Background: an optimization exercise with open tools, aiming at small area. Do not read the settings as production practice. Only simulation tests tie the RTL to the original design; equivalence was not proved.

==> flow/design.v <==
`default_nettype none
package systolic_pkg;
  typedef enum logic [1:0] {
    IDLE  = 2'd0,
    LOAD  = 2'd1,
    RUN   = 2'd2,
    DRAIN = 2'd3
  } state_t;
  function automatic int lat(input int n);
    lat = 2 * n;
  endfunction
  function automatic int cnt_w(input int n);
    cnt_w = $clog2(2 * n + 1);
  endfunction
endpackage
`default_nettype wire
`default_nettype none
module systolic_pe_lo (
  input  wire [31:0] a,       
  input  wire [17:0] as,      
  input  wire [47:0] sel,     
  output wire [15:0] y
);
  wire [63:0] g0;
  systolic_sel u_sel0 (.sel(sel[23:0]), .x(a[7:0]), .y(a[15:8]), .g(g0));
  wire [63:0] g1;
  systolic_sel u_sel1 (.sel(sel[47:24]), .x(a[23:16]), .y(a[31:24]), .g(g1));
  wire p1 = ~(~((sel[2] | as[0]) & g0[0]));
  wire p2 = ~(~((sel[2] | as[1]) & g0[1]));
  wire p3 = ~(~((sel[2] | as[2]) & g0[2]));
  wire p4 = ~(~((sel[2] | as[3]) & g0[3]));
  wire p5 = ~(~((sel[2] | as[4]) & g0[4]));
  wire p6 = ~(~((sel[2] | as[5]) & g0[5]));
  wire p7 = ~(~((sel[2] | as[6]) & g0[6]));
  wire p8 = ~(~((sel[2] | as[7]) & g0[7]));
  wire p9 = ~(~(sel[2] | as[8]));
  wire p10 = ~(~((sel[5] | as[0]) & g0[8]));
  wire p11 = ~(~((sel[5] | as[1]) & g0[9]));
  wire p12 = ~(~((sel[5] | as[2]) & g0[10]));
  wire p13 = ~(~((sel[5] | as[3]) & g0[11]));
  wire p14 = ~(~((sel[5] | as[4]) & g0[12]));
  wire p15 = ~(~((sel[5] | as[5]) & g0[13]));
  wire p16 = ~(~((sel[5] | as[6]) & g0[14]));
  wire p17 = ~(~((sel[5] | as[7]) & g0[15]));
  wire p18 = ~(~(sel[5] | as[8]));
  wire p19 = ~(~((sel[8] | as[0]) & g0[16]));
  wire p20 = ~(~((sel[8] | as[1]) & g0[17]));
  wire p21 = ~(~((sel[8] | as[2]) & g0[18]));
  wire p22 = ~(~((sel[8] | as[3]) & g0[19]));
  wire p23 = ~(~((sel[8] | as[4]) & g0[20]));
  wire p24 = ~(~((sel[8] | as[5]) & g0[21]));
  wire p25 = ~(~((sel[8] | as[6]) & g0[22]));
  wire p26 = ~(~((sel[8] | as[7]) & g0[23]));
  wire p27 = ~(~(sel[8] | as[8]));
  wire p28 = ~(~((sel[11] | as[0]) & g0[24]));
  wire p29 = ~(~((sel[11] | as[1]) & g0[25]));
  wire p30 = ~(~((sel[11] | as[2]) & g0[26]));
  wire p31 = ~(~((sel[11] | as[3]) & g0[27]));
  wire p32 = ~(~((sel[11] | as[4]) & g0[28]));
  wire p33 = ~(~((sel[11] | as[5]) & g0[29]));
  wire p34 = ~(~((sel[11] | as[6]) & g0[30]));
  wire p35 = ~(~((sel[11] | as[7]) & g0[31]));
  wire p36 = ~(~(sel[11] | as[8]));
  wire p37 = ~(~((sel[14] | as[0]) & g0[32]));
  wire p38 = ~(~((sel[14] | as[1]) & g0[33]));
  wire p39 = ~(~((sel[14] | as[2]) & g0[34]));
  wire p40 = ~(~((sel[14] | as[3]) & g0[35]));
  wire p41 = ~(~((sel[14] | as[4]) & g0[36]));
  wire p42 = ~(~((sel[14] | as[5]) & g0[37]));
  wire p43 = ~(~((sel[14] | as[6]) & g0[38]));
  wire p44 = ~(~((sel[14] | as[7]) & g0[39]));
  wire p45 = ~(~(sel[14] | as[8]));
  wire p46 = ~(~((sel[17] | as[0]) & g0[40]));
  wire p47 = ~(~((sel[17] | as[1]) & g0[41]));
  wire p48 = ~(~((sel[17] | as[2]) & g0[42]));
  wire p49 = ~(~((sel[17] | as[3]) & g0[43]));
  wire p50 = ~(~((sel[17] | as[4]) & g0[44]));
  wire p51 = ~(~((sel[17] | as[5]) & g0[45]));
  wire p52 = ~(~((sel[17] | as[6]) & g0[46]));
  wire p53 = ~(~((sel[17] | as[7]) & g0[47]));
  wire p54 = ~(~(sel[17] | as[8]));
  wire p55 = ~(~((sel[20] | as[0]) & g0[48]));
  wire p56 = ~(~((sel[20] | as[1]) & g0[49]));
  wire p57 = ~(~((sel[20] | as[2]) & g0[50]));
  wire p58 = ~(~((sel[20] | as[3]) & g0[51]));
  wire p59 = ~(~((sel[20] | as[4]) & g0[52]));
  wire p60 = ~(~((sel[20] | as[5]) & g0[53]));
  wire p61 = ~(~((sel[20] | as[6]) & g0[54]));
  wire p62 = ~(~((sel[20] | as[7]) & g0[55]));
  wire p63 = ~(~(sel[20] | as[8]));
  wire p64 = ~(~((sel[23] | as[0]) & g0[56]));
  wire p65 = ~(~((sel[23] | as[1]) & g0[57]));
  wire p66 = ~(~((sel[23] | as[2]) & g0[58]));
  wire p67 = ~(~((sel[23] | as[3]) & g0[59]));
  wire p68 = ~(~((sel[23] | as[4]) & g0[60]));
  wire p69 = ~(~((sel[23] | as[5]) & g0[61]));
  wire p70 = ~(~((sel[23] | as[6]) & g0[62]));
  wire p71 = ~(~((sel[23] | as[7]) & g0[63]));
  wire p72 = ~(~(sel[23] | as[8]));
  wire p73 = ~(~((sel[26] | as[9]) & g1[0]));
  wire p74 = ~(~((sel[26] | as[10]) & g1[1]));
  wire p75 = ~(~((sel[26] | as[11]) & g1[2]));
  wire p76 = ~(~((sel[26] | as[12]) & g1[3]));
  wire p77 = ~(~((sel[26] | as[13]) & g1[4]));
  wire p78 = ~(~((sel[26] | as[14]) & g1[5]));
  wire p79 = ~(~((sel[26] | as[15]) & g1[6]));
  wire p80 = ~(~((sel[26] | as[16]) & g1[7]));
  wire p81 = ~(~(sel[26] | as[17]));
  wire p82 = ~(~((sel[29] | as[9]) & g1[8]));
  wire p83 = ~(~((sel[29] | as[10]) & g1[9]));
  wire p84 = ~(~((sel[29] | as[11]) & g1[10]));
  wire p85 = ~(~((sel[29] | as[12]) & g1[11]));
  wire p86 = ~(~((sel[29] | as[13]) & g1[12]));
  wire p87 = ~(~((sel[29] | as[14]) & g1[13]));
  wire p88 = ~(~((sel[29] | as[15]) & g1[14]));
  wire p89 = ~(~((sel[29] | as[16]) & g1[15]));
  wire p90 = ~(~(sel[29] | as[17]));
  wire p91 = ~(~((sel[32] | as[9]) & g1[16]));
  wire p92 = ~(~((sel[32] | as[10]) & g1[17]));
  wire p93 = ~(~((sel[32] | as[11]) & g1[18]));
  wire p94 = ~(~((sel[32] | as[12]) & g1[19]));
  wire p95 = ~(~((sel[32] | as[13]) & g1[20]));
  wire p96 = ~(~((sel[32] | as[14]) & g1[21]));
  wire p97 = ~(~((sel[32] | as[15]) & g1[22]));
  wire p98 = ~(~((sel[32] | as[16]) & g1[23]));
  wire p99 = ~(~(sel[32] | as[17]));
  wire p100 = ~(~((sel[35] | as[9]) & g1[24]));
  wire p101 = ~(~((sel[35] | as[10]) & g1[25]));
  wire p102 = ~(~((sel[35] | as[11]) & g1[26]));
  wire p103 = ~(~((sel[35] | as[12]) & g1[27]));
  wire p104 = ~(~((sel[35] | as[13]) & g1[28]));
  wire p105 = ~(~((sel[35] | as[14]) & g1[29]));
  wire p106 = ~(~((sel[35] | as[15]) & g1[30]));
  wire p107 = ~(~((sel[35] | as[16]) & g1[31]));
  wire p108 = ~(~(sel[35] | as[17]));
  wire p109 = ~(~((sel[38] | as[9]) & g1[32]));
  wire p110 = ~(~((sel[38] | as[10]) & g1[33]));
  wire p111 = ~(~((sel[38] | as[11]) & g1[34]));
  wire p112 = ~(~((sel[38] | as[12]) & g1[35]));
  wire p113 = ~(~((sel[38] | as[13]) & g1[36]));
  wire p114 = ~(~((sel[38] | as[14]) & g1[37]));
  wire p115 = ~(~((sel[38] | as[15]) & g1[38]));
  wire p116 = ~(~((sel[38] | as[16]) & g1[39]));
  wire p117 = ~(~(sel[38] | as[17]));
  wire p118 = ~(~((sel[41] | as[9]) & g1[40]));
  wire p119 = ~(~((sel[41] | as[10]) & g1[41]));
  wire p120 = ~(~((sel[41] | as[11]) & g1[42]));
  wire p121 = ~(~((sel[41] | as[12]) & g1[43]));
  wire p122 = ~(~((sel[41] | as[13]) & g1[44]));
  wire p123 = ~(~((sel[41] | as[14]) & g1[45]));
  wire p124 = ~(~((sel[41] | as[15]) & g1[46]));
  wire p125 = ~(~((sel[41] | as[16]) & g1[47]));
  wire p126 = ~(~(sel[41] | as[17]));
  wire p127 = ~(~((sel[44] | as[9]) & g1[48]));
  wire p128 = ~(~((sel[44] | as[10]) & g1[49]));
  wire p129 = ~(~((sel[44] | as[11]) & g1[50]));
  wire p130 = ~(~((sel[44] | as[12]) & g1[51]));
  wire p131 = ~(~((sel[44] | as[13]) & g1[52]));
  wire p132 = ~(~((sel[44] | as[14]) & g1[53]));
  wire p133 = ~(~((sel[44] | as[15]) & g1[54]));
  wire p134 = ~(~((sel[44] | as[16]) & g1[55]));
  wire p135 = ~(~(sel[44] | as[17]));
  wire p136 = ~(~((sel[47] | as[9]) & g1[56]));
  wire p137 = ~(~((sel[47] | as[10]) & g1[57]));
  wire p138 = ~(~((sel[47] | as[11]) & g1[58]));
  wire p139 = ~(~((sel[47] | as[12]) & g1[59]));
  wire p140 = ~(~((sel[47] | as[13]) & g1[60]));
  wire p141 = ~(~((sel[47] | as[14]) & g1[61]));
  wire p142 = ~(~((sel[47] | as[15]) & g1[62]));
  wire p143 = ~(~((sel[47] | as[16]) & g1[63]));
  wire p144 = ~(~(sel[47] | as[17]));
  wire s145, c145;
  assign {c145, s145} = p2 + p10 + p74;
  wire s146, c146;
  assign {c146, s146} = p3 + p11 + p19;
  wire s147, c147;
  assign {c147, s147} = p75 + p83 + p91;
  wire s148, c148;
  assign {c148, s148} = c145 + s146 + s147;
  wire s149, c149;
  assign {c149, s149} = p4 + p12 + p20;
  wire s150, c150;
  assign {c150, s150} = p28 + p76 + p84;
  wire s151, c151;
  assign {c151, s151} = p92 + p100 + c146;
  wire s152, c152;
  assign {c152, s152} = c147 + s149 + s150;
  wire s153, c153;
  assign {c153, s153} = c148 + s151 + s152;
  wire s154, c154;
  assign {c154, s154} = p5 + p13 + p21;
  wire s155, c155;
  assign {c155, s155} = p29 + p37 + p77;
  wire s156, c156;
  assign {c156, s156} = p85 + p93 + p101;
  wire s157, c157;
  assign {c157, s157} = p109 + c149 + c150;
  wire s158, c158;
  assign {c158, s158} = s154 + s155 + s156;
  wire s159, c159;
  assign {c159, s159} = c151 + c152 + s157;
  wire s160, c160;
  assign {c160, s160} = s158 + s159 + c153;
  wire s161, c161;
  assign {c161, s161} = p6 + p14 + p22;
  wire s162, c162;
  assign {c162, s162} = p30 + p38 + p46;
  wire s163, c163;
  assign {c163, s163} = p78 + p86 + p94;
  wire s164, c164;
  assign {c164, s164} = p102 + p110 + p118;
  wire s165, c165;
  assign {c165, s165} = c154 + c155 + c156;
  wire s166, c166;
  assign {c166, s166} = s161 + s162 + s163;
  wire s167, c167;
  assign {c167, s167} = s164 + c157 + c158;
  wire s168, c168;
  assign {c168, s168} = s165 + s166 + c159;
  wire s169, c169;
  assign {c169, s169} = s167 + s168 + c160;
  wire s170, c170;
  assign {c170, s170} = p7 + p15 + p23;
  wire s171, c171;
  assign {c171, s171} = p31 + p39 + p47;
  wire s172, c172;
  assign {c172, s172} = p55 + p79 + p87;
  wire s173, c173;
  assign {c173, s173} = p95 + p103 + p111;
  wire s174, c174;
  assign {c174, s174} = p119 + p127 + c161;
  wire s175, c175;
  assign {c175, s175} = c162 + c163 + c164;
  wire s176, c176;
  assign {c176, s176} = s170 + s171 + s172;
  wire s177, c177;
  assign {c177, s177} = s173 + c165 + c166;
  wire s178, c178;
  assign {c178, s178} = s175 + s174 + s176;
  wire s179, c179;
  assign {c179, s179} = c167 + s177 + s178;
  wire s180, c180;
  assign {c180, s180} = c168 + s179 + c169;
  wire s181, c181;
  assign {c181, s181} = p8 + p16 + p24;
  wire s182, c182;
  assign {c182, s182} = p32 + p40 + p48;
  wire s183, c183;
  assign {c183, s183} = p56 + p64 + p80;
  wire s184, c184;
  assign {c184, s184} = p88 + p96 + p104;
  wire s185, c185;
  assign {c185, s185} = p112 + p120 + p128;
  wire s186, c186;
  assign {c186, s186} = p136 + c170 + c171;
  wire s187, c187;
  assign {c187, s187} = c172 + c173 + s181;
  wire s188, c188;
  assign {c188, s188} = s182 + s183 + s184;
  wire s189, c189;
  assign {c189, s189} = s185 + c175 + c174;
  wire s190, c190;
  assign {c190, s190} = c176 + s186 + s188;
  wire s191, c191;
  assign {c191, s191} = s187 + c177 + s189;
  wire s192, c192;
  assign {c192, s192} = c178 + s190 + s191;
  wire s193, c193;
  assign {c193, s193} = c179 + s192 + c180;
  wire s194, c194;
  assign {c194, s194} = p9 + p17 + p25;
  wire s195, c195;
  assign {c195, s195} = p33 + p41 + p49;
  wire s196, c196;
  assign {c196, s196} = p57 + p65 + p81;
  wire s197, c197;
  assign {c197, s197} = p89 + p97 + p105;
  wire s198, c198;
  assign {c198, s198} = p113 + p121 + p129;
  wire s199, c199;
  assign {c199, s199} = p137 + c181 + c182;
  wire s200, c200;
  assign {c200, s200} = c183 + c184 + c185;
  wire s201, c201;
  assign {c201, s201} = s194 + s195 + s196;
  wire s202, c202;
  assign {c202, s202} = s197 + s198 + c186;
  wire s203, c203;
  assign {c203, s203} = c188 + c187 + s200;
  wire s204, c204;
  assign {c204, s204} = s199 + s201 + c189;
  wire s205, c205;
  assign {c205, s205} = s202 + s203 + c190;
  wire s206, c206;
  assign {c206, s206} = c191 + s204 + s205;
  wire s207, c207;
  assign {c207, s207} = c192 + s206 + c193;
  wire s208, c208;
  assign {c208, s208} = p18 + p26 + p34;
  wire s209, c209;
  assign {c209, s209} = p42 + p50 + p58;
  wire s210, c210;
  assign {c210, s210} = p66 + p90 + p98;
  wire s211, c211;
  assign {c211, s211} = p106 + p114 + p122;
  wire s212, c212;
  assign {c212, s212} = p130 + p138 + c194;
  wire s213, c213;
  assign {c213, s213} = c195 + c196 + c197;
  wire s214, c214;
  assign {c214, s214} = c198 + s208 + s209;
  wire s215, c215;
  assign {c215, s215} = s210 + s211 + c200;
  wire s216, c216;
  assign {c216, s216} = c199 + c201 + s213;
  wire s217, c217;
  assign {c217, s217} = s212 + s214 + c202;
  wire s218, c218;
  assign {c218, s218} = c203 + s215 + s216;
  wire s219, c219;
  assign {c219, s219} = c204 + s217 + c205;
  wire s220, c220;
  assign {c220, s220} = s218 + c206 + s219;
  wire s221, c221;
  assign {c221, s221} = p27 + p35 + p43;
  wire s222, c222;
  assign {c222, s222} = p51 + p59 + p67;
  wire s223, c223;
  assign {c223, s223} = p99 + p107 + p115;
  wire s224, c224;
  assign {c224, s224} = p123 + p131 + p139;
  wire s225, c225;
  assign {c225, s225} = c208 + c209 + c210;
  wire s226, c226;
  assign {c226, s226} = c211 + s221 + s222;
  wire s227, c227;
  assign {c227, s227} = s223 + s224 + c213;
  wire s228, c228;
  assign {c228, s228} = c212 + s225 + c214;
  wire s229, c229;
  assign {c229, s229} = s226 + c215 + s227;
  wire s230, c230;
  assign {c230, s230} = c216 + s228 + c217;
  wire s231, c231;
  assign {c231, s231} = c218 + s229 + s230;
  wire s232, c232;
  assign {c232, s232} = c219 + s231 + c220;
  wire s233, c233;
  assign {c233, s233} = p36 + p44 + p52;
  wire s234, c234;
  assign {c234, s234} = p60 + p68 + p108;
  wire s235, c235;
  assign {c235, s235} = p116 + p124 + p132;
  wire s236, c236;
  assign {c236, s236} = p140 + c221 + c222;
  wire s237, c237;
  assign {c237, s237} = c223 + c224 + s233;
  wire s238, c238;
  assign {c238, s238} = s234 + s235 + c225;
  wire s239, c239;
  assign {c239, s239} = c226 + s236 + s237;
  wire s240, c240;
  assign {c240, s240} = c227 + s238 + c228;
  wire s241, c241;
  assign {c241, s241} = s239 + c229 + s240;
  wire s242, c242;
  assign {c242, s242} = c230 + s241 + c231;
  wire s243, c243;
  assign {c243, s243} = p45 + p53 + p61;
  wire s244, c244;
  assign {c244, s244} = p69 + p117 + p125;
  wire s245, c245;
  assign {c245, s245} = p133 + p141 + c233;
  wire s246, c246;
  assign {c246, s246} = c234 + c235 + s243;
  wire s247, c247;
  assign {c247, s247} = s244 + c236 + c237;
  wire s248, c248;
  assign {c248, s248} = s245 + s246 + c238;
  wire s249, c249;
  assign {c249, s249} = s247 + c239 + c240;
  wire s250, c250;
  assign {c250, s250} = s248 + s249 + c241;
  wire s251, c251;
  assign {c251, s251} = p54 + p62 + p70;
  wire s252, c252;
  assign {c252, s252} = p126 + p134 + p142;
  wire s253, c253;
  assign {c253, s253} = c243 + c244 + s251;
  wire s254, c254;
  assign {c254, s254} = s252 + c245 + c246;
  wire s255, c255;
  assign {c255, s255} = s253 + c247 + s254;
  wire s256, c256;
  assign {c256, s256} = c248 + s255 + c249;
  wire s257, c257;
  assign {c257, s257} = p63 + p71 + p135;
  wire s258, c258;
  assign {c258, s258} = p143 + c251 + c252;
  wire s259, c259;
  assign {c259, s259} = s257 + c253 + s258;
  wire s260, c260;
  assign {c260, s260} = c254 + s259 + c255;
  wire s261 = p72 ^ p144 ^ c257;
  wire s262 = c258 ^ s261 ^ c259;
  wire [15:0] hi = {~s262, ~s260, ~c250, ~s250, ~s242, ~s232, ~s220, ~s207, ~s193, ~s180, ~s169, ~s160, ~s153, ~s148, ~p82, ~p1} + {~c260, ~c256, ~s256, ~c242, ~c232, 1'b0, ~c207, 1'b0, 1'b0, 1'b0, 1'b0, 1'b0, 1'b0, 1'b0, ~s145, ~p73};
  assign y = {hi};
endmodule
module systolic_pe (
  input  wire [31:0] a,       
  input  wire [17:0] as,      
  input  wire [47:0] sel,     
  input  wire [15:0] addend,
  output wire [15:0] y
);
  wire n1 = ~addend[0];
  wire n2 = ~addend[1];
  wire n3 = ~addend[2];
  wire n4 = ~addend[3];
  wire n5 = ~addend[4];
  wire n6 = ~addend[5];
  wire n7 = ~addend[6];
  wire n8 = ~addend[7];
  wire n9 = ~addend[8];
  wire n10 = ~addend[9];
  wire n11 = ~addend[10];
  wire n12 = ~addend[11];
  wire n13 = ~addend[12];
  wire n14 = ~addend[13];
  wire n15 = ~addend[14];
  wire n16 = ~addend[15];
  wire [63:0] g0;
  systolic_sel u_sel0 (.sel(sel[23:0]), .x(a[7:0]), .y(a[15:8]), .g(g0));
  wire [63:0] g1;
  systolic_sel u_sel1 (.sel(sel[47:24]), .x(a[23:16]), .y(a[31:24]), .g(g1));
  wire p17 = ~(~((sel[2] | as[0]) & g0[0]));
  wire p18 = ~(~((sel[2] | as[1]) & g0[1]));
  wire p19 = ~(~((sel[2] | as[2]) & g0[2]));
  wire p20 = ~(~((sel[2] | as[3]) & g0[3]));
  wire p21 = ~(~((sel[2] | as[4]) & g0[4]));
  wire p22 = ~(~((sel[2] | as[5]) & g0[5]));
  wire p23 = ~(~((sel[2] | as[6]) & g0[6]));
  wire p24 = ~(~((sel[2] | as[7]) & g0[7]));
  wire p25 = ~(~(sel[2] | as[8]));
  wire p26 = ~(~((sel[5] | as[0]) & g0[8]));
  wire p27 = ~(~((sel[5] | as[1]) & g0[9]));
  wire p28 = ~(~((sel[5] | as[2]) & g0[10]));
  wire p29 = ~(~((sel[5] | as[3]) & g0[11]));
  wire p30 = ~(~((sel[5] | as[4]) & g0[12]));
  wire p31 = ~(~((sel[5] | as[5]) & g0[13]));
  wire p32 = ~(~((sel[5] | as[6]) & g0[14]));
  wire p33 = ~(~((sel[5] | as[7]) & g0[15]));
  wire p34 = ~(~(sel[5] | as[8]));
  wire p35 = ~(~((sel[8] | as[0]) & g0[16]));
  wire p36 = ~(~((sel[8] | as[1]) & g0[17]));
  wire p37 = ~(~((sel[8] | as[2]) & g0[18]));
  wire p38 = ~(~((sel[8] | as[3]) & g0[19]));
  wire p39 = ~(~((sel[8] | as[4]) & g0[20]));
  wire p40 = ~(~((sel[8] | as[5]) & g0[21]));
  wire p41 = ~(~((sel[8] | as[6]) & g0[22]));
  wire p42 = ~(~((sel[8] | as[7]) & g0[23]));
  wire p43 = ~(~(sel[8] | as[8]));
  wire p44 = ~(~((sel[11] | as[0]) & g0[24]));
  wire p45 = ~(~((sel[11] | as[1]) & g0[25]));
  wire p46 = ~(~((sel[11] | as[2]) & g0[26]));
  wire p47 = ~(~((sel[11] | as[3]) & g0[27]));
  wire p48 = ~(~((sel[11] | as[4]) & g0[28]));
  wire p49 = ~(~((sel[11] | as[5]) & g0[29]));
  wire p50 = ~(~((sel[11] | as[6]) & g0[30]));
  wire p51 = ~(~((sel[11] | as[7]) & g0[31]));
  wire p52 = ~(~(sel[11] | as[8]));
  wire p53 = ~(~((sel[14] | as[0]) & g0[32]));
  wire p54 = ~(~((sel[14] | as[1]) & g0[33]));
  wire p55 = ~(~((sel[14] | as[2]) & g0[34]));
  wire p56 = ~(~((sel[14] | as[3]) & g0[35]));
  wire p57 = ~(~((sel[14] | as[4]) & g0[36]));
  wire p58 = ~(~((sel[14] | as[5]) & g0[37]));
  wire p59 = ~(~((sel[14] | as[6]) & g0[38]));
  wire p60 = ~(~((sel[14] | as[7]) & g0[39]));
  wire p61 = ~(~(sel[14] | as[8]));
  wire p62 = ~(~((sel[17] | as[0]) & g0[40]));
  wire p63 = ~(~((sel[17] | as[1]) & g0[41]));
  wire p64 = ~(~((sel[17] | as[2]) & g0[42]));
  wire p65 = ~(~((sel[17] | as[3]) & g0[43]));
  wire p66 = ~(~((sel[17] | as[4]) & g0[44]));
  wire p67 = ~(~((sel[17] | as[5]) & g0[45]));
  wire p68 = ~(~((sel[17] | as[6]) & g0[46]));
  wire p69 = ~(~((sel[17] | as[7]) & g0[47]));
  wire p70 = ~(~(sel[17] | as[8]));
  wire p71 = ~(~((sel[20] | as[0]) & g0[48]));
  wire p72 = ~(~((sel[20] | as[1]) & g0[49]));
  wire p73 = ~(~((sel[20] | as[2]) & g0[50]));
  wire p74 = ~(~((sel[20] | as[3]) & g0[51]));
  wire p75 = ~(~((sel[20] | as[4]) & g0[52]));
  wire p76 = ~(~((sel[20] | as[5]) & g0[53]));
  wire p77 = ~(~((sel[20] | as[6]) & g0[54]));
  wire p78 = ~(~((sel[20] | as[7]) & g0[55]));
  wire p79 = ~(~(sel[20] | as[8]));
  wire p80 = ~(~((sel[23] | as[0]) & g0[56]));
  wire p81 = ~(~((sel[23] | as[1]) & g0[57]));
  wire p82 = ~(~((sel[23] | as[2]) & g0[58]));
  wire p83 = ~(~((sel[23] | as[3]) & g0[59]));
  wire p84 = ~(~((sel[23] | as[4]) & g0[60]));
  wire p85 = ~(~((sel[23] | as[5]) & g0[61]));
  wire p86 = ~(~((sel[23] | as[6]) & g0[62]));
  wire p87 = ~(~((sel[23] | as[7]) & g0[63]));
  wire p88 = ~(~(sel[23] | as[8]));
  wire p89 = ~(~((sel[26] | as[9]) & g1[0]));
  wire p90 = ~(~((sel[26] | as[10]) & g1[1]));
  wire p91 = ~(~((sel[26] | as[11]) & g1[2]));
  wire p92 = ~(~((sel[26] | as[12]) & g1[3]));
  wire p93 = ~(~((sel[26] | as[13]) & g1[4]));
  wire p94 = ~(~((sel[26] | as[14]) & g1[5]));
  wire p95 = ~(~((sel[26] | as[15]) & g1[6]));
  wire p96 = ~(~((sel[26] | as[16]) & g1[7]));
  wire p97 = ~(~(sel[26] | as[17]));
  wire p98 = ~(~((sel[29] | as[9]) & g1[8]));
  wire p99 = ~(~((sel[29] | as[10]) & g1[9]));
  wire p100 = ~(~((sel[29] | as[11]) & g1[10]));
  wire p101 = ~(~((sel[29] | as[12]) & g1[11]));
  wire p102 = ~(~((sel[29] | as[13]) & g1[12]));
  wire p103 = ~(~((sel[29] | as[14]) & g1[13]));
  wire p104 = ~(~((sel[29] | as[15]) & g1[14]));
  wire p105 = ~(~((sel[29] | as[16]) & g1[15]));
  wire p106 = ~(~(sel[29] | as[17]));
  wire p107 = ~(~((sel[32] | as[9]) & g1[16]));
  wire p108 = ~(~((sel[32] | as[10]) & g1[17]));
  wire p109 = ~(~((sel[32] | as[11]) & g1[18]));
  wire p110 = ~(~((sel[32] | as[12]) & g1[19]));
  wire p111 = ~(~((sel[32] | as[13]) & g1[20]));
  wire p112 = ~(~((sel[32] | as[14]) & g1[21]));
  wire p113 = ~(~((sel[32] | as[15]) & g1[22]));
  wire p114 = ~(~((sel[32] | as[16]) & g1[23]));
  wire p115 = ~(~(sel[32] | as[17]));
  wire p116 = ~(~((sel[35] | as[9]) & g1[24]));
  wire p117 = ~(~((sel[35] | as[10]) & g1[25]));
  wire p118 = ~(~((sel[35] | as[11]) & g1[26]));
  wire p119 = ~(~((sel[35] | as[12]) & g1[27]));
  wire p120 = ~(~((sel[35] | as[13]) & g1[28]));
  wire p121 = ~(~((sel[35] | as[14]) & g1[29]));
  wire p122 = ~(~((sel[35] | as[15]) & g1[30]));
  wire p123 = ~(~((sel[35] | as[16]) & g1[31]));
  wire p124 = ~(~(sel[35] | as[17]));
  wire p125 = ~(~((sel[38] | as[9]) & g1[32]));
  wire p126 = ~(~((sel[38] | as[10]) & g1[33]));
  wire p127 = ~(~((sel[38] | as[11]) & g1[34]));
  wire p128 = ~(~((sel[38] | as[12]) & g1[35]));
  wire p129 = ~(~((sel[38] | as[13]) & g1[36]));
  wire p130 = ~(~((sel[38] | as[14]) & g1[37]));
  wire p131 = ~(~((sel[38] | as[15]) & g1[38]));
  wire p132 = ~(~((sel[38] | as[16]) & g1[39]));
  wire p133 = ~(~(sel[38] | as[17]));
  wire p134 = ~(~((sel[41] | as[9]) & g1[40]));
  wire p135 = ~(~((sel[41] | as[10]) & g1[41]));
  wire p136 = ~(~((sel[41] | as[11]) & g1[42]));
  wire p137 = ~(~((sel[41] | as[12]) & g1[43]));
  wire p138 = ~(~((sel[41] | as[13]) & g1[44]));
  wire p139 = ~(~((sel[41] | as[14]) & g1[45]));
  wire p140 = ~(~((sel[41] | as[15]) & g1[46]));
  wire p141 = ~(~((sel[41] | as[16]) & g1[47]));
  wire p142 = ~(~(sel[41] | as[17]));
  wire p143 = ~(~((sel[44] | as[9]) & g1[48]));
  wire p144 = ~(~((sel[44] | as[10]) & g1[49]));
  wire p145 = ~(~((sel[44] | as[11]) & g1[50]));
  wire p146 = ~(~((sel[44] | as[12]) & g1[51]));
  wire p147 = ~(~((sel[44] | as[13]) & g1[52]));
  wire p148 = ~(~((sel[44] | as[14]) & g1[53]));
  wire p149 = ~(~((sel[44] | as[15]) & g1[54]));
  wire p150 = ~(~((sel[44] | as[16]) & g1[55]));
  wire p151 = ~(~(sel[44] | as[17]));
  wire p152 = ~(~((sel[47] | as[9]) & g1[56]));
  wire p153 = ~(~((sel[47] | as[10]) & g1[57]));
  wire p154 = ~(~((sel[47] | as[11]) & g1[58]));
  wire p155 = ~(~((sel[47] | as[12]) & g1[59]));
  wire p156 = ~(~((sel[47] | as[13]) & g1[60]));
  wire p157 = ~(~((sel[47] | as[14]) & g1[61]));
  wire p158 = ~(~((sel[47] | as[15]) & g1[62]));
  wire p159 = ~(~((sel[47] | as[16]) & g1[63]));
  wire p160 = ~(~(sel[47] | as[17]));
  wire s161, c161;
  assign {c161, s161} = n1 + p17 + p89;
  wire s162, c162;
  assign {c162, s162} = n2 + p18 + p26;
  wire s163, c163;
  assign {c163, s163} = p90 + p98 + c161;
  wire s164, c164;
  assign {c164, s164} = n3 + p19 + p27;
  wire s165, c165;
  assign {c165, s165} = p35 + p91 + p99;
  wire s166, c166;
  assign {c166, s166} = p107 + c162 + s164;
  wire s167, c167;
  assign {c167, s167} = s165 + c163 + s166;
  wire s168, c168;
  assign {c168, s168} = n4 + p20 + p28;
  wire s169, c169;
  assign {c169, s169} = p36 + p44 + p92;
  wire s170, c170;
  assign {c170, s170} = p100 + p108 + p116;
  wire s171, c171;
  assign {c171, s171} = c164 + c165 + s168;
  wire s172, c172;
  assign {c172, s172} = s169 + s170 + c166;
  wire s173, c173;
  assign {c173, s173} = s171 + s172 + c167;
  wire s174, c174;
  assign {c174, s174} = n5 + p21 + p29;
  wire s175, c175;
  assign {c175, s175} = p37 + p45 + p53;
  wire s176, c176;
  assign {c176, s176} = p93 + p101 + p109;
  wire s177, c177;
  assign {c177, s177} = p117 + p125 + c168;
  wire s178, c178;
  assign {c178, s178} = c169 + c170 + s174;
  wire s179, c179;
  assign {c179, s179} = s175 + s176 + c171;
  wire s180, c180;
  assign {c180, s180} = s177 + s178 + c172;
  wire s181, c181;
  assign {c181, s181} = s179 + s180 + c173;
  wire s182, c182;
  assign {c182, s182} = n6 + p22 + p30;
  wire s183, c183;
  assign {c183, s183} = p38 + p46 + p54;
  wire s184, c184;
  assign {c184, s184} = p62 + p94 + p102;
  wire s185, c185;
  assign {c185, s185} = p110 + p118 + p126;
  wire s186, c186;
  assign {c186, s186} = p134 + c174 + c175;
  wire s187, c187;
  assign {c187, s187} = c176 + s182 + s183;
  wire s188, c188;
  assign {c188, s188} = s184 + s185 + c177;
  wire s189, c189;
  assign {c189, s189} = c178 + s186 + s187;
  wire s190, c190;
  assign {c190, s190} = c179 + s188 + s189;
  wire s191, c191;
  assign {c191, s191} = c180 + s190 + c181;
  wire s192, c192;
  assign {c192, s192} = n7 + p23 + p31;
  wire s193, c193;
  assign {c193, s193} = p39 + p47 + p55;
  wire s194, c194;
  assign {c194, s194} = p63 + p71 + p95;
  wire s195, c195;
  assign {c195, s195} = p103 + p111 + p119;
  wire s196, c196;
  assign {c196, s196} = p127 + p135 + p143;
  wire s197, c197;
  assign {c197, s197} = c182 + c183 + c184;
  wire s198, c198;
  assign {c198, s198} = c185 + s192 + s193;
  wire s199, c199;
  assign {c199, s199} = s194 + s195 + s196;
  wire s200, c200;
  assign {c200, s200} = c186 + s197 + c187;
  wire s201, c201;
  assign {c201, s201} = s199 + s198 + c188;
  wire s202, c202;
  assign {c202, s202} = s200 + c189 + s201;
  wire s203, c203;
  assign {c203, s203} = c190 + s202 + c191;
  wire s204, c204;
  assign {c204, s204} = n8 + p24 + p32;
  wire s205, c205;
  assign {c205, s205} = p40 + p48 + p56;
  wire s206, c206;
  assign {c206, s206} = p64 + p72 + p80;
  wire s207, c207;
  assign {c207, s207} = p96 + p104 + p112;
  wire s208, c208;
  assign {c208, s208} = p120 + p128 + p136;
  wire s209, c209;
  assign {c209, s209} = p144 + p152 + c192;
  wire s210, c210;
  assign {c210, s210} = c193 + c194 + c195;
  wire s211, c211;
  assign {c211, s211} = c196 + s204 + s205;
  wire s212, c212;
  assign {c212, s212} = s206 + s207 + s208;
  wire s213, c213;
  assign {c213, s213} = c197 + s210 + c199;
  wire s214, c214;
  assign {c214, s214} = c198 + s209 + s212;
  wire s215, c215;
  assign {c215, s215} = s211 + c200 + s213;
  wire s216, c216;
  assign {c216, s216} = s214 + c201 + s215;
  wire s217, c217;
  assign {c217, s217} = c202 + s216 + c203;
  wire s218, c218;
  assign {c218, s218} = n9 + p25 + p33;
  wire s219, c219;
  assign {c219, s219} = p41 + p49 + p57;
  wire s220, c220;
  assign {c220, s220} = p65 + p73 + p81;
  wire s221, c221;
  assign {c221, s221} = p97 + p105 + p113;
  wire s222, c222;
  assign {c222, s222} = p121 + p129 + p137;
  wire s223, c223;
  assign {c223, s223} = p145 + p153 + c204;
  wire s224, c224;
  assign {c224, s224} = c205 + c206 + c207;
  wire s225, c225;
  assign {c225, s225} = c208 + s218 + s219;
  wire s226, c226;
  assign {c226, s226} = s220 + s221 + s222;
  wire s227, c227;
  assign {c227, s227} = c210 + c209 + s224;
  wire s228, c228;
  assign {c228, s228} = c212 + c211 + s223;
  wire s229, c229;
  assign {c229, s229} = s226 + s225 + c213;
  wire s230, c230;
  assign {c230, s230} = s227 + s228 + c214;
  wire s231, c231;
  assign {c231, s231} = s229 + c215 + s230;
  wire s232, c232;
  assign {c232, s232} = c216 + s231 + c217;
  wire s233, c233;
  assign {c233, s233} = n10 + p34 + p42;
  wire s234, c234;
  assign {c234, s234} = p50 + p58 + p66;
  wire s235, c235;
  assign {c235, s235} = p74 + p82 + p106;
  wire s236, c236;
  assign {c236, s236} = p114 + p122 + p130;
  wire s237, c237;
  assign {c237, s237} = p138 + p146 + p154;
  wire s238, c238;
  assign {c238, s238} = c218 + c219 + c220;
  wire s239, c239;
  assign {c239, s239} = c221 + c222 + s233;
  wire s240, c240;
  assign {c240, s240} = s234 + s235 + s236;
  wire s241, c241;
  assign {c241, s241} = s237 + c224 + c223;
  wire s242, c242;
  assign {c242, s242} = s238 + c226 + c225;
  wire s243, c243;
  assign {c243, s243} = s240 + s239 + c227;
  wire s244, c244;
  assign {c244, s244} = c228 + s241 + s242;
  wire s245, c245;
  assign {c245, s245} = c229 + s243 + c230;
  wire s246, c246;
  assign {c246, s246} = s244 + c231 + s245;
  wire s247, c247;
  assign {c247, s247} = n11 + p43 + p51;
  wire s248, c248;
  assign {c248, s248} = p59 + p67 + p75;
  wire s249, c249;
  assign {c249, s249} = p83 + p115 + p123;
  wire s250, c250;
  assign {c250, s250} = p131 + p139 + p147;
  wire s251, c251;
  assign {c251, s251} = p155 + c233 + c234;
  wire s252, c252;
  assign {c252, s252} = c235 + c236 + c237;
  wire s253, c253;
  assign {c253, s253} = s247 + s248 + s249;
  wire s254, c254;
  assign {c254, s254} = s250 + c238 + c240;
  wire s255, c255;
  assign {c255, s255} = s252 + c239 + s251;
  wire s256, c256;
  assign {c256, s256} = s253 + c241 + c242;
  wire s257, c257;
  assign {c257, s257} = s255 + s254 + c243;
  wire s258, c258;
  assign {c258, s258} = s256 + c244 + s257;
  wire s259, c259;
  assign {c259, s259} = c245 + s258 + c246;
  wire s260, c260;
  assign {c260, s260} = n12 + p52 + p60;
  wire s261, c261;
  assign {c261, s261} = p68 + p76 + p84;
  wire s262, c262;
  assign {c262, s262} = p124 + p132 + p140;
  wire s263, c263;
  assign {c263, s263} = p148 + p156 + c247;
  wire s264, c264;
  assign {c264, s264} = c248 + c249 + c250;
  wire s265, c265;
  assign {c265, s265} = s260 + s261 + s262;
  wire s266, c266;
  assign {c266, s266} = c252 + c251 + c253;
  wire s267, c267;
  assign {c267, s267} = s264 + s263 + s265;
  wire s268, c268;
  assign {c268, s268} = c255 + c254 + s266;
  wire s269, c269;
  assign {c269, s269} = s267 + c256 + s268;
  wire s270, c270;
  assign {c270, s270} = c257 + s269 + c258;
  wire s271, c271;
  assign {c271, s271} = n13 + p61 + p69;
  wire s272, c272;
  assign {c272, s272} = p77 + p85 + p133;
  wire s273, c273;
  assign {c273, s273} = p141 + p149 + p157;
  wire s274, c274;
  assign {c274, s274} = c260 + c261 + c262;
  wire s275, c275;
  assign {c275, s275} = s271 + s272 + s273;
  wire s276, c276;
  assign {c276, s276} = c264 + c263 + c265;
  wire s277, c277;
  assign {c277, s277} = s274 + s275 + c266;
  wire s278, c278;
  assign {c278, s278} = s276 + c267 + s277;
  wire s279, c279;
  assign {c279, s279} = c268 + c269 + s278;
  wire s280, c280;
  assign {c280, s280} = n14 + p70 + p78;
  wire s281, c281;
  assign {c281, s281} = p86 + p142 + p150;
  wire s282, c282;
  assign {c282, s282} = p158 + c271 + c272;
  wire s283, c283;
  assign {c283, s283} = c273 + s280 + s281;
  wire s284, c284;
  assign {c284, s284} = c274 + c275 + s282;
  wire s285, c285;
  assign {c285, s285} = s283 + c276 + s284;
  wire s286, c286;
  assign {c286, s286} = c277 + s285 + c278;
  wire s287, c287;
  assign {c287, s287} = n15 + p79 + p87;
  wire s288, c288;
  assign {c288, s288} = p151 + p159 + c280;
  wire s289, c289;
  assign {c289, s289} = c281 + s287 + c282;
  wire s290, c290;
  assign {c290, s290} = c283 + s288 + c284;
  wire s291, c291;
  assign {c291, s291} = s289 + c285 + s290;
  wire s292 = n16 ^ p88 ^ p160;
  wire s293 = c287 ^ s292 ^ c288;
  wire s294 = c289 ^ s293 ^ c290;
  wire [15:0] hi = {~c291, ~s291, ~s286, ~s279, ~s270, ~s259, ~s246, ~s232, ~s217, ~s203, ~s191, ~s181, ~s173, ~s167, ~s162, ~s161} + {~s294, ~c286, ~c279, ~c270, ~c259, 1'b0, ~c232, 1'b0, 1'b0, 1'b0, 1'b0, 1'b0, 1'b0, 1'b0, ~s163, 1'b0};
  assign y = {hi};
endmodule
module systolic_sel (
  input  wire [23:0] sel,     
  input  wire [7:0]  x,       
  input  wire [7:0]  y,       
  output wire [63:0] g        
);
  for (genvar c = 0; c < 8; c++) begin : g_c
    for (genvar b = 0; b < 8; b++) begin : g_b
      assign g[8*c+b] = ~((x[b] & sel[3*c]) | (y[b] & sel[3*c+1]));
    end
  end
endmodule
`default_nettype wire
`default_nettype none
module systolic_mm_array
#(
  parameter int N      = 8,
  parameter int DATA_W = 8,
  parameter int ACC_W  = 16
) (
  input  logic                clk,
  input  logic                rst,
  input  logic                w_valid,
  output logic                w_ready,
  input  logic [N*DATA_W-1:0] w_data,
  input  logic                in_valid,
  output logic                in_ready,
  input  logic [N*DATA_W-1:0] a_in,
  output logic                out_valid,
  output logic [N*ACC_W-1:0]  y_out,
  output logic                busy
);
  localparam int LAT = systolic_pkg::lat(N);
  localparam int RW  = $clog2(N);
  systolic_pkg::state_t state, state_nxt;
  logic [RW-1:0]  row_cnt;
  logic [LAT-1:0] vpipe;
  logic           w_fire, in_fire;
  assign w_fire  = w_valid && w_ready;
  assign in_fire = in_valid && in_ready;
  always_ff @(posedge clk) begin
    if (rst) state <= systolic_pkg::IDLE;
    else     state <= state_nxt;
  end
  always_comb begin
    state_nxt = state;
    w_ready   = 1'b0;
    in_ready  = 1'b0;
    busy      = 1'b1;
    case (state)
      systolic_pkg::IDLE: begin
        w_ready = 1'b1;
        busy    = 1'b0;
        if (w_valid) state_nxt = systolic_pkg::LOAD;
      end
      systolic_pkg::LOAD: begin
        w_ready = 1'b1;
        if (w_valid && row_cnt == RW'(N-1)) state_nxt = systolic_pkg::RUN;
      end
      systolic_pkg::RUN: begin
        in_ready = 1'b1;
        if (w_valid) state_nxt = systolic_pkg::DRAIN;
      end
      systolic_pkg::DRAIN: begin
        if (vpipe == '0) state_nxt = systolic_pkg::IDLE;
      end
      default: state_nxt = systolic_pkg::IDLE;
    endcase
  end
  always_ff @(posedge clk) begin
    if (rst)         row_cnt <= '0;
    else if (w_fire) row_cnt <= row_cnt + RW'(1);
  end
  always_ff @(posedge clk) begin
    if (rst) begin
      vpipe     <= '0;
      out_valid <= 1'b0;
    end else begin
      vpipe     <= {vpipe[LAT-2:0], in_fire};
      out_valid <= vpipe[LAT-1];
    end
  end
  logic [N*DATA_W-1:0] w_q [N];
  for (genvar r = 0; r < N; r++) begin : g_w
    always_ff @(posedge clk)
      if (w_fire && row_cnt == RW'(r)) w_q[r] <= w_data;
  end
  logic [N*DATA_W-1:0] a_d [LAT-1];
  logic [2*(DATA_W+1)-1:0] a_s_lo, a_s_hi;
  logic [N/2*DATA_W-1:0]   a_hi;
  logic [N*ACC_W-1:0]      p_lo;
  always_ff @(posedge clk) begin
    a_d[0] <= a_in;
    for (int k = 1; k < LAT-1; k++) a_d[k] <= a_d[k-1];
    for (int p = 0; p < 2; p++) begin
      a_s_lo[p*(DATA_W+1) +: DATA_W+1] <= ~((DATA_W+1)'(a_d[LAT-3][(2*p)*DATA_W +: DATA_W])
                                        + (DATA_W+1)'(a_d[LAT-3][(2*p+1)*DATA_W +: DATA_W]));
      a_s_hi[p*(DATA_W+1) +: DATA_W+1] <= ~((DATA_W+1)'(a_d[LAT-2][(2*p+4)*DATA_W +: DATA_W])
                                        + (DATA_W+1)'(a_d[LAT-2][(2*p+5)*DATA_W +: DATA_W]));
    end
    a_hi <= a_d[LAT-2][N*DATA_W-1 : N/2*DATA_W];
  end
  logic [N*ACC_W-1:0] y_nxt, p_nxt;
  for (genvar j = 0; j < N; j++) begin : g_col
    logic [3*N*DATA_W/2-1:0] sel;
    for (genvar p = 0; p < N/2; p++) begin : g_p
      for (genvar c = 0; c < DATA_W; c++) begin : g_c
        logic u, v;
        assign u = w_q[2*p][j*DATA_W + c];
        assign v = w_q[2*p+1][j*DATA_W + c];
        assign sel[(p*DATA_W+c)*3 + 0] = u & ~v;
        assign sel[(p*DATA_W+c)*3 + 1] = ~u & v;
        assign sel[(p*DATA_W+c)*3 + 2] = ~(u & v);
      end
    end
    systolic_pe_lo u_lo (
      .a   (a_d[LAT-2][N/2*DATA_W-1:0]),
      .as  (a_s_lo),
      .sel (sel[3*N*DATA_W/4-1:0]),
      .y   (p_nxt[j*ACC_W +: ACC_W])
    );
    systolic_pe u_hi (
      .a      (a_hi),
      .as     (a_s_hi),
      .sel    (sel[3*N*DATA_W/2-1:3*N*DATA_W/4]),
      .addend (p_lo[j*ACC_W +: ACC_W]),
      .y      (y_nxt[j*ACC_W +: ACC_W])
    );
  end
  always_ff @(posedge clk) p_lo <= p_nxt;
  always_ff @(posedge clk) y_out <= y_nxt;
endmodule
`default_nettype wire
==> flow/run.sh <==
#!/bin/bash
# synth_recipe.tcl (not shown) runs the flow's synth.tcl, then flattens the netlist and writes it again
# the make line also repeats each setting of config.mk as NAME=value (left out here)
make -C /OpenROAD-flow-scripts/flow DESIGN_CONFIG=/design/flow/config.mk WORK_HOME=/design/flow/orfs CLKGATE_MAP_FILE= SYNTH_SCRIPT=/design/flow/synth_recipe.tcl finish
==> flow/config.mk <==
export PLATFORM = sky130hd
export DESIGN_NAME = systolic_mm_array
export DESIGN_NICKNAME = systolic_mm_array
export VERILOG_FILES = /design/flow/design.v
export SDC_FILE = /design/flow/constraint.sdc
export NUM_CORES = 4
export LEC_CHECK = 0
export CAP_MARGIN = 10
export CORE_MARGIN = 2
export CORE_UTILIZATION = 28
export CTS_BUF_LIST = sky130_fd_sc_hd__clkbuf_4 sky130_fd_sc_hd__clkbuf_8
export CTS_CLUSTER_SIZE = 20
export PLACE_DENSITY = 0.38
export SLEW_MARGIN = 10
export SYNTH_HIERARCHICAL = 1
==> flow/constraint.sdc <==
create_clock -name core_clock -period 7.0 [get_ports {clk}]
set_input_delay 1.4000 -clock core_clock [delete_from_list [all_inputs] [get_ports {clk}]]
set_output_delay 1.4000 -clock core_clock [all_outputs]
set_load 0.01 [all_outputs]
==> flow_metrics.py <==
metrics = {
    "global_routing": {
        "grt_util_all_layers": 0.225,
        "grt_max_degree": 65,
        "grt.busiest_layer": "met2",
        "grtUsageMet3": 0.0530,
        "met1_usage": 0.305,
        "grt_overflow": 0,
        "grt_pass1_vias": 105000,
        "grt_pass1_wl_mm": 791,
        "use_met2": 0.347,
        "antenna_found_initial": 78,
    },
    "critical_path": {
        "path_max_fanout": 8,
        "critical_path_class": "register to register",
        "crit_start": "w_q[4][8]$_DFFE_PP_",
        "r2r_start": "w_q[4][8]$_DFFE_PP_",
        "start_kind": "register",
        "worstSetupEndpointType": "register",
        "path_cells": "nor2b_1, a22oi_2, o21ai_0, fa_1, fa_1, fa_1, fa_1, fa_1, fa_1, fa_1, fa_1, fa_1, ha_1, and3_1, a21o_1, a21oi_1, xnor2_1",
        "cp_top_family": "adder cells",
        "worstPathArrival_ns": 7.72,
        "cpMaxStageDelayCell": "nor2b_1",
        "required_ns": 8.01,
        "cpMostUsedCell": "fa_1",
        "path_buf_inv": 0,
        "crit_path_max_incr_delay_ns": 0.66,
    },
    "synthesis": {
        "synthDistinctLibCells": 55,
        "seq_area_frac_synth": 0.309,
        "syn-cell-area_mm2": 0.134,
        "synth_warnings": 11,
        "synth-seq-cells": 1818,
        "synthArstFlopShare": 0,
        "syn_avg_cell_area_um2": 11.5,
        "synth_ff_type": "dfxtp_1",
        "synth_fp_nets": 14000,
        "synth-edff-count": 512,
        "netlist_instances": 11700,
    },
    "detailed_routing": {
        "wl_mm": 557,
        "route.vias.total": 99500,
        "drc": 0,
        "vias_per_cell": 5.37,
        "drt_iter0_drc": 11500,
        "wl_per_cell_um": 30.1,
        "ant_nets": 0,
        "dr.pass1.iters": 7,
    },
    "clock_tree": {
        "postCtsSetupBuffers": 0,
        "cts_root_buffer": "clkbuf_8",
        "clockBufferDepth": 4,
        "cts_tree": "done",
        "ctsHoldBuffers": 0,
        "cts.sinks": 1818,
        "h-tree-depth": 5,
        "cts.clk_slew.worst_paths_ns": 0.06,
        "cts_resized": 0,
        "clock_latency_ns": 1.20,
        "numCtsBuffers": 338,
    },
    "timing": {
        "max_slew.worst_pin.slew_ns": 1.35,
        "skew_ns": 0.152,
        "slew_headroom": 0.0986,
        "timing.fmax_mhz": 149,
        "finalCriticalPeriod_ns": 6.71,
        "finalMaxSlewViolations": 0,
        "final.period_utilization": 0.959,
        "fin_setup_tns_ns": 0,
        "setup_viol": 0,
        "grt_setup_unrepaired": "no",
        "hold_viol_final": 0,
    },
    "die": {
        "dieHeight_um": 697,
        "io_pins": 264,
        "coreArea_mm2": 0.478,
        "initial_core_util": 0.281,
        "die_w_um": 697,
        "die_area_mm2": 0.486,
        "num_rows": 254,
    },
    "finish": {
        "area_growth_syn_to_layout_pct": 11.7,
        "drive_gt1_frac": 0.140,
        "final_common_cell": "fa_1",
        "design_area_mm2": 0.150,
        "nets": 14100,
        "layout_common_cells": "fa_1, a22oi_1, o21ai_0, dfxtp_1, inv_1",
    },
    "place": {
        "dp_hpwl_mm": 420,
        "io_buffers": 263,
        "gp_congestion": 0.930,
        "placement.cell_area_mm2": 0.142,
    },
    "status": {
        "status": "timing/DRC/antenna clean",
    },
    "job": {
        "drv_cap": 0,
    },
    "hold_path": {
        "hold_class": "register to register",
        "min-delay-start": "a_d[5][45]$_DFF_P_",
    },
}
## kinds of logic (layout without fill, tap and decap cells)
logic type / after synthesis / count (layout) / share of synthesized area
xor+xnor: 329 / 329 / 0.0214
flops: 1818 / 1818 / 0.309
other cells: 0 / 27 / 0
compound gates: 4302 / 4302 / 0.220
buf+inv: 1764 / 2147 / 0.0832
mux: 1 / 1 / 0.0000745
fa+ha+maj: 2144 / 2144 / 0.311
simple gates: 1344 / 1344 / 0.0553
## cell type report
cell class              instances  area (um2)
well taps                    6400        8010
repair buffers                814        8170
diodes                         27        67.6
inverters                     713        2680
fillers                     48600      328000
flip-flops and latches       1818       41700
clock buffers                 501        6280
clock inverters               119        1510
multi-input cells            8120       81700
## through the flow
stage	utilization	hold slack [ns]	setup WS (ns)	cells
floorplan	-	0.310	0.636	11700
global placement	0.297	0.310	0.298	17900
detailed placement	0.297	0.312	0.369	17900
CTS	0.314	0.205	0.264	18500
global route	0.314	0.215	0.0344	18500
finish	0.314	0.229	0.287	18500
## modules after synthesis, one instance, submodules excluded
module             copies in the design  cells inside  cell area (um2)  flip-flops and latches
systolic_mm_array                     1          2814            47400                    1818
systolic_pe                           8           367             3990                       0
systolic_pe_lo                        8           360             3750                       0
systolic_sel                         32            96              783                       0
## worst register-to-register path, stage by stage (launching register included)
cell,delay (ns)
edfxtp_1,0.36
nor2b_1,0.66
a22oi_2,0.16
o21ai_0,0.15
fa_1,0.51
fa_1,0.50
fa_1,0.43
fa_1,0.47
fa_1,0.46
fa_1,0.47
fa_1,0.46
fa_1,0.44
fa_1,0.41
ha_1,0.33
and3_1,0.21
a21o_1,0.20
a21oi_1,0.18
xnor2_1,0.13
## final timing paths
kind                        end  slack, ns  depth (start not counted)
min          a_d[6][45]$_DFF_P_       0.23                          0
max           y_out[28]$_DFF_P_       0.29                         17
max reg2reg   y_out[28]$_DFF_P_       0.29                         17
min reg2reg  a_d[6][45]$_DFF_P_       0.23                          0
## flip-flops by register name (all words and copies together) (netlist names), 16 cells and up
signal	flops
p_lo	128
a_s_hi	18
w_q	512
a_s_lo	18
a_hi	32
a_d	960
vpipe	16
y_out	128
## cells in the mapped netlist (9+ instances only)
library cell / number / area, um2
buf_6: 512 / 5770
o21ai_0: 1668 / 8350
o21bai_1: 23 / 173
xnor2_1: 224 / 1960
a22oi_1: 1792 / 13500
a21oi_1: 38 / 190
edfxtp_1: 512 / 15400
nand2b_1: 11 / 68.8
o31ai_1: 9 / 67.6
buf_4: 32 / 240
buf_2: 481 / 2410
and4_1: 16 / 140
xor2_1: 105 / 920
or2_2: 88 / 551
nor3_1: 14 / 70.1
nor2_1: 195 / 732
inv_1: 713 / 2680
a21o_1: 28 / 210
nand2_1: 303 / 1140
ha_1: 156 / 1950
dfxtp_1: 1306 / 26100
fa_1: 1988 / 39800
clkbuf_1: 26 / 97.6
and3b_1: 16 / 140
nand3_1: 48 / 240
nand4b_1: 16 / 140
o21a_1: 385 / 2890
a22oi_2: 256 / 3200
a21oi_2: 12 / 105
and3_1: 31 / 194
nor2b_1: 552 / 3450
## metal layers
layer	vias up	wire (um)
li1	41400	-
met1	51200	237000
met2	5665	245000
met3	1207	50300
met4	18	24200
met5	-	121

==> separate check: timing with driven ports <==
How much do the figures lean on ideal ports? The routed layout below was timed once more, with nothing changed but the port constraints. Step 1: set_driving_cell puts a clkbuf_16 on clk and a buf_2 on each other input, an assumption about the parent block. Step 2 moves the port delays by t, midway between the first and last clock arrival at a register: inputs arrive t later, outputs are due t later. That takes back most of the time a late clock gives input paths. Three values: ideal ports, drivers, drivers and shift; two values: the first two.
shift t [ns]: 1.230
setup slack, ns: 0.287 / 0.287 / 0.287
slew at the worst register clock pin (ns): 0.08 / 0.08
After both steps setup and hold are still met in this run. For this run, drivers alone change the setup slack by 0.000 ns; drivers and shift together by 0.000 ns.
